Context: an optimization exercise on an open-source flow, tuned for small area, a short achievable clock period and few clock cycles. The choices shown serve that exercise and are no tape-out recipe. Function was checked by simulation only, so behaviour that the tests miss may differ from the original. No activity file was given, so power comes from the tool's default toggle rates.

// depth_zero_run_decoder
module depth_zero_run_decoder (
   input  logic               clock,
   input  logic               reset,
   input  logic               req_valid,
   output logic               req_ready,
   input  logic [7:0]         req_data_byte,
   output logic               rsp_valid,
   input  logic               rsp_ready,
   output logic signed [15:0] rsp_depth_value,
   output logic [31:0]        rsp_repeat_count,
   output logic               rsp_frame_last,
   output logic               rsp_overrun_error
);
clock: 11.0 ns
lec_check: 0
cap_margin: 20
core_margin: 2
core_utilization: 40
slew_margin: 20
standard.sh (not shown) runs the stock make flow with config.mk's settings and CLKGATE_MAP_FILE= SYNTH_SCRIPT=/design/flow/synth_recipe.tcl, a recipe that flattens the netlist after the stock synthesis.
==> flow/flow/run.sh <==
#!/bin/bash
# Standard ORFS layout (standard synthesis unchanged). repair_timing aims for
# extra setup slack so the achieved period shrinks; ports get plain buf_1
# buffers; the clock tree uses smaller buffers. Constraints and clock are
# unchanged.
set -euo pipefail
bash standard.sh SETUP_SLACK_MARGIN=7.5 \
   "BUFFER_PORTS_ARGS=-buffer_cell sky130_fd_sc_hd__buf_1" \
   "CTS_BUF_LIST=sky130_fd_sc_hd__clkbuf_4 sky130_fd_sc_hd__clkbuf_8" finish > orfs_flow.log 2>&1
Testbench counts at the start, summed over its fixed seeds: cycles 67,436.
Rerun with:
--- a/flow/flow/run.sh
+++ b/flow/flow/run.sh
@@ -5,5 +5,5 @@
 # unchanged.
 set -euo pipefail
-bash standard.sh SETUP_SLACK_MARGIN=7.5 \
+bash standard.sh SETUP_SLACK_MARGIN=8.0 TNS_END_PERCENT=100  \
    "BUFFER_PORTS_ARGS=-buffer_cell sky130_fd_sc_hd__buf_1" \
    "CTS_BUF_LIST=sky130_fd_sc_hd__clkbuf_4 sky130_fd_sc_hd__clkbuf_8" finish > orfs_flow.log 2>&1
After rerunning: Maximum frequency shrinks by 1.9%. Total power grows by about 23%. Area after synthesis is unchanged. Final area grows by about 22%. Combinational power grows by about 60%. Count of clock-buffer cells in the layout does not change. Worst setup slack got worse by 0.069 ns. Die area does not change.
Rerun with:
==> flow/flow/run.sh (replaced) <==
#!/bin/bash
# Standard ORFS layout (standard synthesis unchanged). repair_timing aims for
# extra setup slack so the achieved period shrinks; ports get plain buf_1
# buffers. Constraints and clock are unchanged.
set -euo pipefail
bash standard.sh SETUP_SLACK_MARGIN=7.5 TNS_END_PERCENT=10 \
   "BUFFER_PORTS_ARGS=-buffer_cell sky130_fd_sc_hd__buf_1" finish > orfs_flow.log 2>&1
Cell count is lower by 6.9%.
Design area is lower by 16%.
Synthesized area is unchanged.
Wire length went down by 13%.
Sequential share of layout area came out higher by 3.5 points.
Via count falls by 8.0%.
Rerun with:
==> flow/flow/run.sh (replaced) <==
#!/bin/bash
# Standard ORFS layout (standard synthesis unchanged). repair_timing aims for
# extra setup slack so the achieved period shrinks; ports get plain buf_1
# buffers; the clock tree uses smaller buffers. Constraints and clock are
# unchanged.
set -euo pipefail
bash standard.sh SETUP_SLACK_MARGIN=7.0 TNS_END_PERCENT=10 \
   "BUFFER_PORTS_ARGS=-buffer_cell sky130_fd_sc_hd__buf_1" \
   "CTS_BUF_LIST=sky130_fd_sc_hd__clkbuf_4 sky130_fd_sc_hd__clkbuf_8" finish > orfs_flow.log 2>&1
The changed run passed the timing, DRC and antenna checks.
Global-route usage came out lower by 1.2 points.
Die area is unchanged.
Sequential share of layout area came out higher by 2.2 points.
Wire length came out lower by 3.1%.
Power came out lower by 12%.
Cell area came out lower by 7.3%.
Clock power came out lower by 29%.
Clock-buffer cell count does not change.
Worst setup slack degrades by 0.37 ns.
Synthesized area does not change.
Rerun with:
--- a/flow/flow/run.sh
+++ b/flow/flow/run.sh
@@ -5,5 +5,5 @@
 # unchanged.
 set -euo pipefail
-bash standard.sh SETUP_SLACK_MARGIN=7.0 TNS_END_PERCENT=10 \
+bash standard.sh SETUP_SLACK_MARGIN=7.5 TNS_END_PERCENT=100 CORE_UTILIZATION=65 \
    "BUFFER_PORTS_ARGS=-buffer_cell sky130_fd_sc_hd__buf_1" \
    "CTS_BUF_LIST=sky130_fd_sc_hd__clkbuf_4 sky130_fd_sc_hd__clkbuf_8" finish > orfs_flow.log 2>&1
The new run completed with no timing, DRC or antenna violations; first-iteration DRC count went up by well over a third; final cell count went down by a few percent; worst setup slack improved by 0.38 ns; routed wire length went down slightly; design area went up by a few percent; synthesized cell count stays the same; via count went up by a few percent; sequential cell count is unchanged; power went up by a few percent; global-route usage went up by 15 points.
Rerun with:
--- a/flow/flow/run.sh
+++ b/flow/flow/run.sh
@@ -5,5 +5,5 @@
 # unchanged.
 set -euo pipefail
-bash standard.sh SETUP_SLACK_MARGIN=7.5 TNS_END_PERCENT=100 CORE_UTILIZATION=65 \
+bash standard.sh SETUP_SLACK_MARGIN=7.25 TNS_END_PERCENT=100  \
    "BUFFER_PORTS_ARGS=-buffer_cell sky130_fd_sc_hd__buf_1" \
    "CTS_BUF_LIST=sky130_fd_sc_hd__clkbuf_4 sky130_fd_sc_hd__clkbuf_8" finish > orfs_flow.log 2>&1
Die area is higher by 60%.
Final cell count is higher by 7.6%.
Wire length is higher by 3.1%.
Register-to-register slack gets worse by 0.22 ns.
Sequential power is lower by about 2%.
Clock power is lower by 10%.

---

## build 31
depth_zero_run_decoder again, from the RTL that the note above started with.
==> flow/design.v (excerpt) <==
module depth_zero_run_decoder (
   input  logic               clock,
   input  logic               reset,
   input  logic               req_valid,
   output logic               req_ready,
   input  logic [7:0]         req_data_byte,
   output logic               rsp_valid,
   input  logic               rsp_ready,
   output logic signed [15:0] rsp_depth_value,
   output logic [31:0]        rsp_repeat_count,
   output logic               rsp_frame_last,
   output logic               rsp_overrun_error
);
   dzr_parser u_parser (
      .clock             (clock),
      .reset             (reset),
      .req_valid         (req_valid),
      .req_ready         (req_ready),
      .req_data_byte     (req_data_byte),
      .rsp_valid         (rsp_valid),
      .rsp_ready         (rsp_ready),
      .rsp_depth_value   (rsp_depth_value),
      .rsp_repeat_count  (rsp_repeat_count),
      .rsp_frame_last    (rsp_frame_last),
      .rsp_overrun_error (rsp_overrun_error)
   );
endmodule
==> flow/config.mk <==
export PLATFORM = sky130hd
export DESIGN_NAME = depth_zero_run_decoder
export DESIGN_NICKNAME = depth_zero_run_decoder
export VERILOG_FILES = /design/flow/design.v
export SDC_FILE = /design/flow/constraint.sdc
export NUM_CORES = 4
export LEC_CHECK = 0
export CAP_MARGIN = 20
export CORE_MARGIN = 2
export CORE_UTILIZATION = 40
export SLEW_MARGIN = 20
==> flow/constraint.sdc <==
create_clock -name core_clock -period 11.0 [get_ports {clock}]
set_input_delay 2.2000 -clock core_clock [delete_from_list [all_inputs] [get_ports {clock}]]
set_output_delay 2.2000 -clock core_clock [all_outputs]
set_load 0.01 [all_outputs]
==> flow/flow/run.sh <==
#!/bin/bash
# Standard ORFS layout (standard synthesis unchanged). repair_timing aims for
# extra setup slack so the achieved period shrinks; ports get plain buf_1
# buffers; the clock tree uses smaller buffers. Constraints and clock are
# unchanged.
set -euo pipefail
bash standard.sh SETUP_SLACK_MARGIN=7.6 TNS_END_PERCENT=100 SKIP_GATE_CLONING=1 \
   "BUFFER_PORTS_ARGS=-buffer_cell sky130_fd_sc_hd__buf_1" \
   "CTS_BUF_LIST=sky130_fd_sc_hd__clkbuf_4 sky130_fd_sc_hd__clkbuf_8" finish > orfs_flow.log 2>&1
Build 31: done, clean on timing, DRC and antenna
Testbench counts of build 31, summed over its fixed seeds: cycles 67,436.
For build 7, these inputs were changed with respect to build 31:
diff --git a/flow/flow/run.sh b/flow/flow/run.sh
--- a/flow/flow/run.sh
+++ b/flow/flow/run.sh
@@ -6,3 +6,3 @@
 set -euo pipefail
-bash standard.sh SETUP_SLACK_MARGIN=7.6 TNS_END_PERCENT=100 SKIP_GATE_CLONING=1 \
+bash standard.sh SETUP_SLACK_MARGIN=7.5 TNS_END_PERCENT=100 SKIP_LAST_GASP=1 \
    "BUFFER_PORTS_ARGS=-buffer_cell sky130_fd_sc_hd__buf_1" \
[summary]
Going from build 31 to build 7, largest stage delay on the critical path now sits higher; worst setup slack climbed 0.056 ns; utilization saw a decrease; post-placement cell area neither gained nor lost much.
Build 7 against build 31: maximum frequency climbed 4.6 MHz; post-route total power dropped 54 uW; via count dropped 0.67%.
Build 7 finished every step from synthesis to the final layout, and the layout passed the timing, DRC and antenna checks.
## Diff of input files: build 37 against build 7
diff --git a/flow/flow/run.sh b/flow/flow/run.sh
--- a/flow/flow/run.sh
+++ b/flow/flow/run.sh
@@ -6,3 +6,3 @@
 set -euo pipefail
-bash standard.sh SETUP_SLACK_MARGIN=7.5 TNS_END_PERCENT=100 SKIP_LAST_GASP=1 \
+bash standard.sh SETUP_SLACK_MARGIN=7.5 TNS_END_PERCENT=100 CTS_CLUSTER_SIZE=32 CTS_CLUSTER_DIAMETER=200 \
    "BUFFER_PORTS_ARGS=-buffer_cell sky130_fd_sc_hd__buf_1" \
Notes after the runs:
- Diff build 7..build 37 | number of sinks handled by clock tree synthesis | unchanged
- From build 37 to build 7, smallest hold slack did not move at all.
- Multi-input logic area: build 37 vs build 7 identical
- Total detailed-routing wirelength: build 37 vs build 7 identical
- Wire length on met3: build 7 vs build 37 identical
- Looking at build 7 and build 37, the post-synthesis share of cell area spent on and, or, nand and nor gates is a wash.
- As far as initial antenna violation count goes, build 37 and build 7 are indistinguishable; the numbers are identical.
- The final non-filler cell area was comparable across build 7 and build 37.
### build 37 -> build 43
diff --git a/flow/flow/run.sh b/flow/flow/run.sh
--- a/flow/flow/run.sh
+++ b/flow/flow/run.sh
@@ -6,3 +6,3 @@
 set -euo pipefail
-bash standard.sh SETUP_SLACK_MARGIN=7.5 TNS_END_PERCENT=100 CTS_CLUSTER_SIZE=32 CTS_CLUSTER_DIAMETER=200 \
+bash standard.sh SETUP_SLACK_MARGIN=7.75 TNS_END_PERCENT=100  \
    "BUFFER_PORTS_ARGS=-buffer_cell sky130_fd_sc_hd__buf_1" \
Results
- Core utilization (lower): build 37
- Comparing the two runs side by side, build 43 comes out behind build 37 on routed wire length.
- Delta (build 43 minus build 37): clock-buffer cell count flat; area growth from synthesis to layout increased by 10 points relative to the old numbers; number of fill cells in the layout -4.5%; sequential standard cell area now larger; net count after synthesis roughly the same.
- Sort build 37 and build 43 by combinational group share of total power, ascending, and build 37 comes first.
## Diff of input files: build 62 against build 43
diff --git a/flow/flow/run.sh b/flow/flow/run.sh
--- a/flow/flow/run.sh
+++ b/flow/flow/run.sh
@@ -6,3 +6,3 @@
 set -euo pipefail
-bash standard.sh SETUP_SLACK_MARGIN=7.75 TNS_END_PERCENT=100  \
+bash standard.sh SETUP_SLACK_MARGIN=7.5 TNS_END_PERCENT=100 SKIP_GATE_CLONING=1 \
    "BUFFER_PORTS_ARGS=-buffer_cell sky130_fd_sc_hd__buf_1" \
- Build 62: post-detailed-route via-to-cell ratio is 0.092 lower than what build 43 reported.
- The final layout from build 62, which completed every stage, passed the timing, DRC and antenna checks at the end of the flow.
- [compare] base=build 43 new=build 62: worst-case clock skew dropped 0.0035 ns; sequential power share moved up; total met2 wirelength after detailed routing dropped about 8%; setup slack higher; worst-case vdd ir drop fell by about 30%.
Input changes introduced in build 51 (baseline for comparison: build 62):
==> flow/run.sh (new file) <==
#!/bin/bash
# synth_recipe.tcl (not shown) runs the flow's synth.tcl, then flattens the netlist and writes it again
# the make line also repeats each setting of config.mk as NAME=value (left out here)
make -C /OpenROAD-flow-scripts/flow DESIGN_CONFIG=/design/flow/config.mk WORK_HOME=/design/flow/orfs CLKGATE_MAP_FILE= SYNTH_SCRIPT=/design/flow/synth_recipe.tcl finish
removed: flow/flow/run.sh
removed: flow/standard.sh
### Flow results
Via count: build 51 vs build 62 down about 1.8%. The register-to-register slack of build 51 is lower than that of build 62. Comparing build 62 against build 51, there is no change at all in synthesized cell count. Relative to build 62, the maximum frequency measured on build 51 has decreased by more than a quarter. Of build 62 and build 51, the higher number of non-clock buffers belongs to build 62.

-- what the ideal ports hide --
No port has a modelled driver above. Below, the same layouts with a new extraction and two added sets of constraints. Step 1, drivers: a clkbuf_16 drives clock and a buf_2 each remaining input, both assumed. Step 2 moves the port delays by t, midway between the first and last clock arrival at a register: inputs arrive t later, outputs are due t later. That takes back most of the time a late clock gives input paths. Slacks: no drivers / after step 1 / after step 2; pairs: no drivers / after step 1.
run	t (ns)	slack for setup (ns)	hold WS [ns]	worst register clock-pin slew, ns	worst data-port slew with drivers (ns)
the first run of note 1	0.518	7.519 / 7.475 / 7.053	0.434 / 0.434 / 0.434	0.10 / 0.10	0.03
the second run of note 1	0.516	7.451 / 7.451 / 7.252	0.438 / 0.438 / 0.438	0.10 / 0.10	0.07
the third run of note 1	0.476	7.435 / 7.450 / 6.974	0.436 / 0.436 / 0.436	0.07 / 0.07	0.04
the fourth run of note 1	0.508	7.065 / 7.086 / 6.578	0.438 / 0.438 / 0.438	0.10 / 0.10	0.03
the fifth run of note 1	0.509	7.448 / 7.448 / 7.069	0.438 / 0.438 / 0.438	0.09 / 0.09	0.04
the sixth run of note 1	0.520	7.226 / 7.226 / 6.824	0.431 / 0.431 / 0.431	0.10 / 0.10	0.03
build 31	0.507	7.463 / 7.463 / 7.112	0.444 / 0.444 / 0.444	0.10 / 0.10	0.04
build 7	0.518	7.519 / 7.475 / 7.053	0.434 / 0.434 / 0.434	0.10 / 0.10	0.03
build 37	0.518	7.519 / 7.475 / 7.053	0.434 / 0.434 / 0.434	0.10 / 0.10	0.03
build 43	0.520	7.438 / 7.438 / 7.199	0.439 / 0.439 / 0.439	0.11 / 0.11	0.07
build 62	0.522	7.511 / 7.491 / 7.071	0.439 / 0.439 / 0.439	0.10 / 0.10	0.03
build 51	0.475	6.199 / 6.199 / 6.129	0.433 / 0.433 / 0.433	0.07 / 0.07	0.03
After both steps every run listed still meets setup and hold. For the fourth run of note 1, which loses most, drivers alone change the setup slack by +0.021 ns; drivers and shift together by -0.487 ns.
